Source: an optimization exercise on an open RTL-to-GDS flow (aim: small area, a short achievable clock period and few clock cycles). Production flows keep margins and buffers that such runs may drop.
At most, simulation tests tie the RTL to the original design; equivalence was not proved.
Power is estimated from default activity; no workload was simulated.

## lane 1
==> module hid_keyboard_report_to_key_events_core, before the edit <==
module hid_keyboard_report_to_key_events_core (
  input  logic        clk_i,
  input  logic        rst_ni,
  input  logic        in_valid_i,
  output logic        in_stall_o,
  input  logic [55:0] in_data_i,
  output logic        out_valid_o,
  input  logic        out_stall_i,
  output logic [9:0]  out_data_o
);
  logic [5:0][7:0] pk;       
  logic [5:0][6:0] cur_q;    
  logic [5:0][6:0] held_q;   
  logic            cv_q;     
  logic [1:0]      s_q;      
  logic [5:0]      fp_q;     
  logic [5:0]      rv_q;     
  logic [2:0]      mod_q;    
  logic [1:0]      ph_q;     
  logic [11:0]     km_q;     
  logic            kz_q;     
  logic [11:0]     low_q;    
  logic            t_v;      
  logic [6:0]      t_key;    
  logic            t_val;    
  logic            t_last;   
  logic            stall_q;
  logic            ov_q;
  logic [9:0]      out_q;
  logic            advance;
  logic            accept;
  logic            step;
  logic            consume;
  logic [2:0]      in_mod;
  logic [5:0]      pz;       
  logic [5:0][6:0] pkc;      
  logic [5:0]      cz;       
  logic [5:0]      e0;       
  logic [5:0]      e1;       
  logic [5:0]      e2;       
  logic [5:0]      fp_n;
  logic [5:0]      rv_n;
  logic [11:0]     km_new;
  logic [11:0]     km_n;
  logic [11:0]     low_n;
  logic [11:0]     rest;
  logic [11:0]     low_k;
  logic [11:0]     low_r;
  logic [11:0]     seen_k;   
  logic [11:0]     seen_r;   
  logic [5:0]      low_cur;  
  logic [6:0]      sel_key;
  logic [7:0]      t_code;
  logic [1:0]      s_n;
  logic [1:0]      ph_n;
  assign advance = !ov_q || !out_stall_i;
  assign accept  = in_valid_i && !stall_q;
  assign step    = in_valid_i && (s_q != 2'd2);
  assign consume = advance && kz_q && (t_v ? (ph_q == 2'd0) : (ph_q == 2'd3));
  assign in_mod[0] = |(in_data_i[55:48] & 8'h22);
  assign in_mod[1] = |(in_data_i[55:48] & 8'h11);
  assign in_mod[2] = |(in_data_i[55:48] & 8'h44);
  for (genvar i = 0; i < 6; i++) begin : g_slot
    assign pk[i] = in_data_i[47-8*i -: 8];
    assign pz[i] = pk[i][7] || (pk[i][6:2] == 5'h00) || (pk[i][6:0] == 7'h39) ||
                   (pk[i][6:0] == 7'h66) || ((pk[i][6:3] == 4'hF) && (pk[i][2:0] != 3'h6));
    assign pkc[i] = pz[i] ? 7'h00 : pk[i][6:0];
    assign cz[i] = cur_q[i] == 7'h00;
    assign e0[i] = !pk[i][7] && (pk[i][6:0] == cur_q[i]);
    assign e1[i] = !pk[i][7] && (pk[i][6:0] == cur_q[(i+1)%6]);
    assign e2[i] = !pk[i][7] && (pk[i][6:0] == cur_q[(i+2)%6]);
    assign fp_n[i] = (fp_q[i] && s_q != 2'd0) || e0[i] || e1[i] || e2[i];
    assign rv_n[i] = ((s_q != 2'd0) ? rv_q[i] : !cz[i]) && !(e0[i] || e1[(i+5)%6] || e2[(i+4)%6]);
    assign km_new[2*i]   = cv_q && rv_q[i];
    assign km_new[2*i+1] = !pz[i] && !(cv_q && fp_q[i]);
  end
  always_comb begin
    for (int m = 0; m < 6; m++) begin
      low_cur[m] = (s_q == 2'd1) ? low_q[2*((m+3)%6)+1] : low_q[2*m+1];
    end
    sel_key = '0;
    for (int i = 0; i < 6; i++) begin
      sel_key = sel_key | ({7{low_q[2*i]}} & held_q[i])
                        | ({7{low_cur[i]}} & cur_q[i]);
    end
  end
  assign rest = km_q & ~low_q;
  assign km_n = consume ? rest : km_q;
  assign seen_k[0] = 1'b0;
  assign seen_r[0] = 1'b0;
  for (genvar i = 0; i < 12; i++) begin : g_low
    assign low_k[i] = km_q[i] && !seen_k[i];
    assign low_r[i] = rest[i] && !seen_r[i];
    if (i < 11) begin : g_seen
      assign seen_k[i+1] = seen_k[i] || km_q[i];
      assign seen_r[i+1] = seen_r[i] || rest[i];
    end
  end
  assign low_n = consume ? low_r : low_k;
  hkre_xlate u_xlate (.code_i(t_key), .scan_o(t_code));
  assign s_n  = step ? s_q + 2'd1 : s_q;
  assign ph_n = (advance && !t_v && ph_q != 2'd0) ? ph_q + 2'd1 : ph_q;
  always_ff @(posedge clk_i or negedge rst_ni) begin
    if (!rst_ni) begin
      cv_q    <= 1'b0;
      s_q     <= 2'd0;
      stall_q <= 1'b0;
      ph_q    <= 2'd0;
      km_q    <= '0;
      kz_q    <= 1'b0;
      t_v     <= 1'b0;
      ov_q    <= 1'b0;
    end else begin
      if (accept) begin
        cv_q    <= 1'b1;
        s_q     <= 2'd0;
        stall_q <= 1'b1;
        km_q    <= km_new;
        kz_q    <= 1'b1;
        ph_q    <= (advance && !t_v) ? 2'd2 : 2'd1;
      end else begin
        s_q     <= s_n;
        stall_q <= !((ph_n == 2'd0) && ((consume ? rest : km_q) == '0) && (!cv_q || s_n == 2'd2));
        km_q    <= km_n;
        kz_q    <= consume ? (rest != '0) : (km_q != '0);
        ph_q    <= ph_n;
      end
      if (advance) begin
        ov_q <= (ph_q != 2'd0) || t_v || accept;
        t_v  <= consume;
      end
    end
  end
  always_ff @(posedge clk_i) begin
    if (accept) begin
      cur_q <= pkc;
      mod_q <= in_mod;
    end else if (step) begin
      rv_q  <= {rv_n[2:0], rv_n[5:3]};
      cur_q <= {cur_q[2:0], cur_q[5:3]};
    end
    fp_q <= fp_n;
    if (!stall_q) held_q <= cur_q;
    low_q <= low_n;
    if (consume) begin
      t_key  <= sel_key;
      t_val  <= |(low_q & 12'b1010_1010_1010);
      t_last <= rest == '0;
    end
    if (advance) begin
      if (t_v) begin
        out_q <= {t_code, t_val, t_last};
      end else begin
        case (ph_q)
          2'd1:    out_q <= {8'hAE, mod_q[0], 1'b0};
          2'd2:    out_q <= {8'hAF, mod_q[1], 1'b0};
          2'd3:    out_q <= {8'hB1, mod_q[2], km_q == '0};
          default: out_q <= {8'hAE, in_mod[0], 1'b0};
        endcase
      end
    end
  end
  assign in_stall_o  = stall_q;
  assign out_valid_o = ov_q;
  assign out_data_o  = out_q;
endmodule
clock: 5.0 ns
lec_check: 0
abc_area: 1
abc_clock_period_in_ps: 1900
cap_margin: 20
core_margin: 2
core_utilization: 40
cts_buf_list: sky130_fd_sc_hd__clkbuf_4 sky130_fd_sc_hd__clkbuf_8
setup_slack_margin: 3.1
slew_margin: 20
standard.sh (not shown) runs the stock make flow with config.mk's settings and CLKGATE_MAP_FILE= SYNTH_SCRIPT=/design/flow/synth_recipe.tcl, a recipe that flattens the netlist after the stock synthesis.
==> flow/flow/run.sh <==
#!/bin/bash
# Standard layout, with the port buffers made of plain buffer cells
# (buffer_ports picks a delay cell by default).
export BUFFER_PORTS_ARGS="-buffer_cell sky130_fd_sc_hd__buf_2"
bash standard.sh > standard.log 2>&1
Testbench counts of lane 1, summed over its fixed seeds: cycles 13,752.
Input-level comparison between lane 2 and lane 1:
diff --git a/flow/design.v b/flow/design.v
--- a/flow/design.v
+++ b/flow/design.v
@@ -36,10 +36,12 @@
   output logic [9:0]  out_data_o
 );
   logic [5:0][7:0] pk;       
   logic [5:0][6:0] cur_q;    
   logic [5:0][6:0] held_q;   
+  logic            cf_q;
+  logic            hf_q;
   logic            cv_q;     
   logic [1:0]      s_q;      
   logic [5:0]      fp_q;     
   logic [5:0]      rv_q;     
   logic [2:0]      mod_q;    
@@ -74,10 +76,12 @@
   logic [11:0]     low_k;
   logic [11:0]     low_r;
   logic [11:0]     seen_k;   
   logic [11:0]     seen_r;   
   logic [5:0]      low_cur;  
+  logic [5:0]      low_hld;  
+  logic [5:0]      rv_slot;  
   logic [6:0]      sel_key;
   logic [7:0]      t_code;
   logic [1:0]      s_n;
   logic [1:0]      ph_n;
   assign advance = !ov_q || !out_stall_i;
@@ -96,20 +100,22 @@
     assign e0[i] = !pk[i][7] && (pk[i][6:0] == cur_q[i]);
     assign e1[i] = !pk[i][7] && (pk[i][6:0] == cur_q[(i+1)%6]);
     assign e2[i] = !pk[i][7] && (pk[i][6:0] == cur_q[(i+2)%6]);
     assign fp_n[i] = (fp_q[i] && s_q != 2'd0) || e0[i] || e1[i] || e2[i];
     assign rv_n[i] = ((s_q != 2'd0) ? rv_q[i] : !cz[i]) && !(e0[i] || e1[(i+5)%6] || e2[(i+4)%6]);
-    assign km_new[2*i]   = cv_q && rv_q[i];
+    assign rv_slot[i] = cf_q ? rv_q[(i+3)%6] : rv_q[i];
+    assign km_new[2*i]   = cv_q && rv_slot[i];
     assign km_new[2*i+1] = !pz[i] && !(cv_q && fp_q[i]);
   end
   always_comb begin
     for (int m = 0; m < 6; m++) begin
-      low_cur[m] = (s_q == 2'd1) ? low_q[2*((m+3)%6)+1] : low_q[2*m+1];
+      low_cur[m] = cf_q ? low_q[2*((m+3)%6)+1] : low_q[2*m+1];
+      low_hld[m] = hf_q ? low_q[2*((m+3)%6)] : low_q[2*m];
     end
     sel_key = '0;
     for (int i = 0; i < 6; i++) begin
-      sel_key = sel_key | ({7{low_q[2*i]}} & held_q[i])
+      sel_key = sel_key | ({7{low_hld[i]}} & held_q[i])
                         | ({7{low_cur[i]}} & cur_q[i]);
     end
   end
   assign rest = km_q & ~low_q;
   assign km_n = consume ? rest : km_q;
@@ -159,17 +165,22 @@
     end
   end
   always_ff @(posedge clk_i) begin
     if (accept) begin
       cur_q <= pkc;
+      cf_q  <= 1'b0;
       mod_q <= in_mod;
-    end else if (step) begin
-      rv_q  <= {rv_n[2:0], rv_n[5:3]};
+    end else begin
       cur_q <= {cur_q[2:0], cur_q[5:3]};
+      cf_q  <= !cf_q;
     end
     fp_q <= fp_n;
-    if (!stall_q) held_q <= cur_q;
+    rv_q <= {rv_n[2:0], rv_n[5:3]};
+    if (!stall_q) begin
+      held_q <= cur_q;
+      hf_q   <= cf_q;
+    end
     low_q <= low_n;
     if (consume) begin
       t_key  <= sel_key;
       t_val  <= |(low_q & 12'b1010_1010_1010);
       t_last <= rest == '0;
==> run summary <==
Taking lane 1 as the reference, in lane 2 net switching component of the power +about 46%, final standard cell count with taps included and fillers excluded now larger, worst hold slack decreased 0.0065 ns, net switching fraction of the power increased 5.5 points, largest net degree at the start of global routing now sits lower.
Lane 1 -> lane 2: count of instances resized after the clock tree is built decreased by more than 10%
Function not checked in lane 2: the RTL went through the layout flow alone.

[port drivers added, routing unchanged]
No port has a modelled driver above. Below, the same layouts with a new extraction and two added sets of constraints. Step 1: set_driving_cell puts a clkbuf_16 on clk_i and a buf_2 on each other input, an assumption about the parent block. Step 2 times the ports against the registers' clock, not the clock port: input delays grow and output delays shrink by t, the midpoint of the rising clock arrivals with the driver on. a / b / c = ideal / step 1 / step 2; a / b = the first two.
run | shift t [ns] | setup slack, ns | worst setup path after step 2 | latest minus earliest clock arrival (ns)
lane 1 | 0.515 | 2.973 / 2.926 / 2.638 | input to register | 0.020 / 0.020
lane 2 | 0.507 | 2.972 / 2.929 / 2.657 | input to register | 0.019 / 0.018
After both steps every run listed still meets setup and hold. The setup slack of lane 1, which loses most, moves by -0.047 ns with the drivers and by -0.335 ns with both steps.
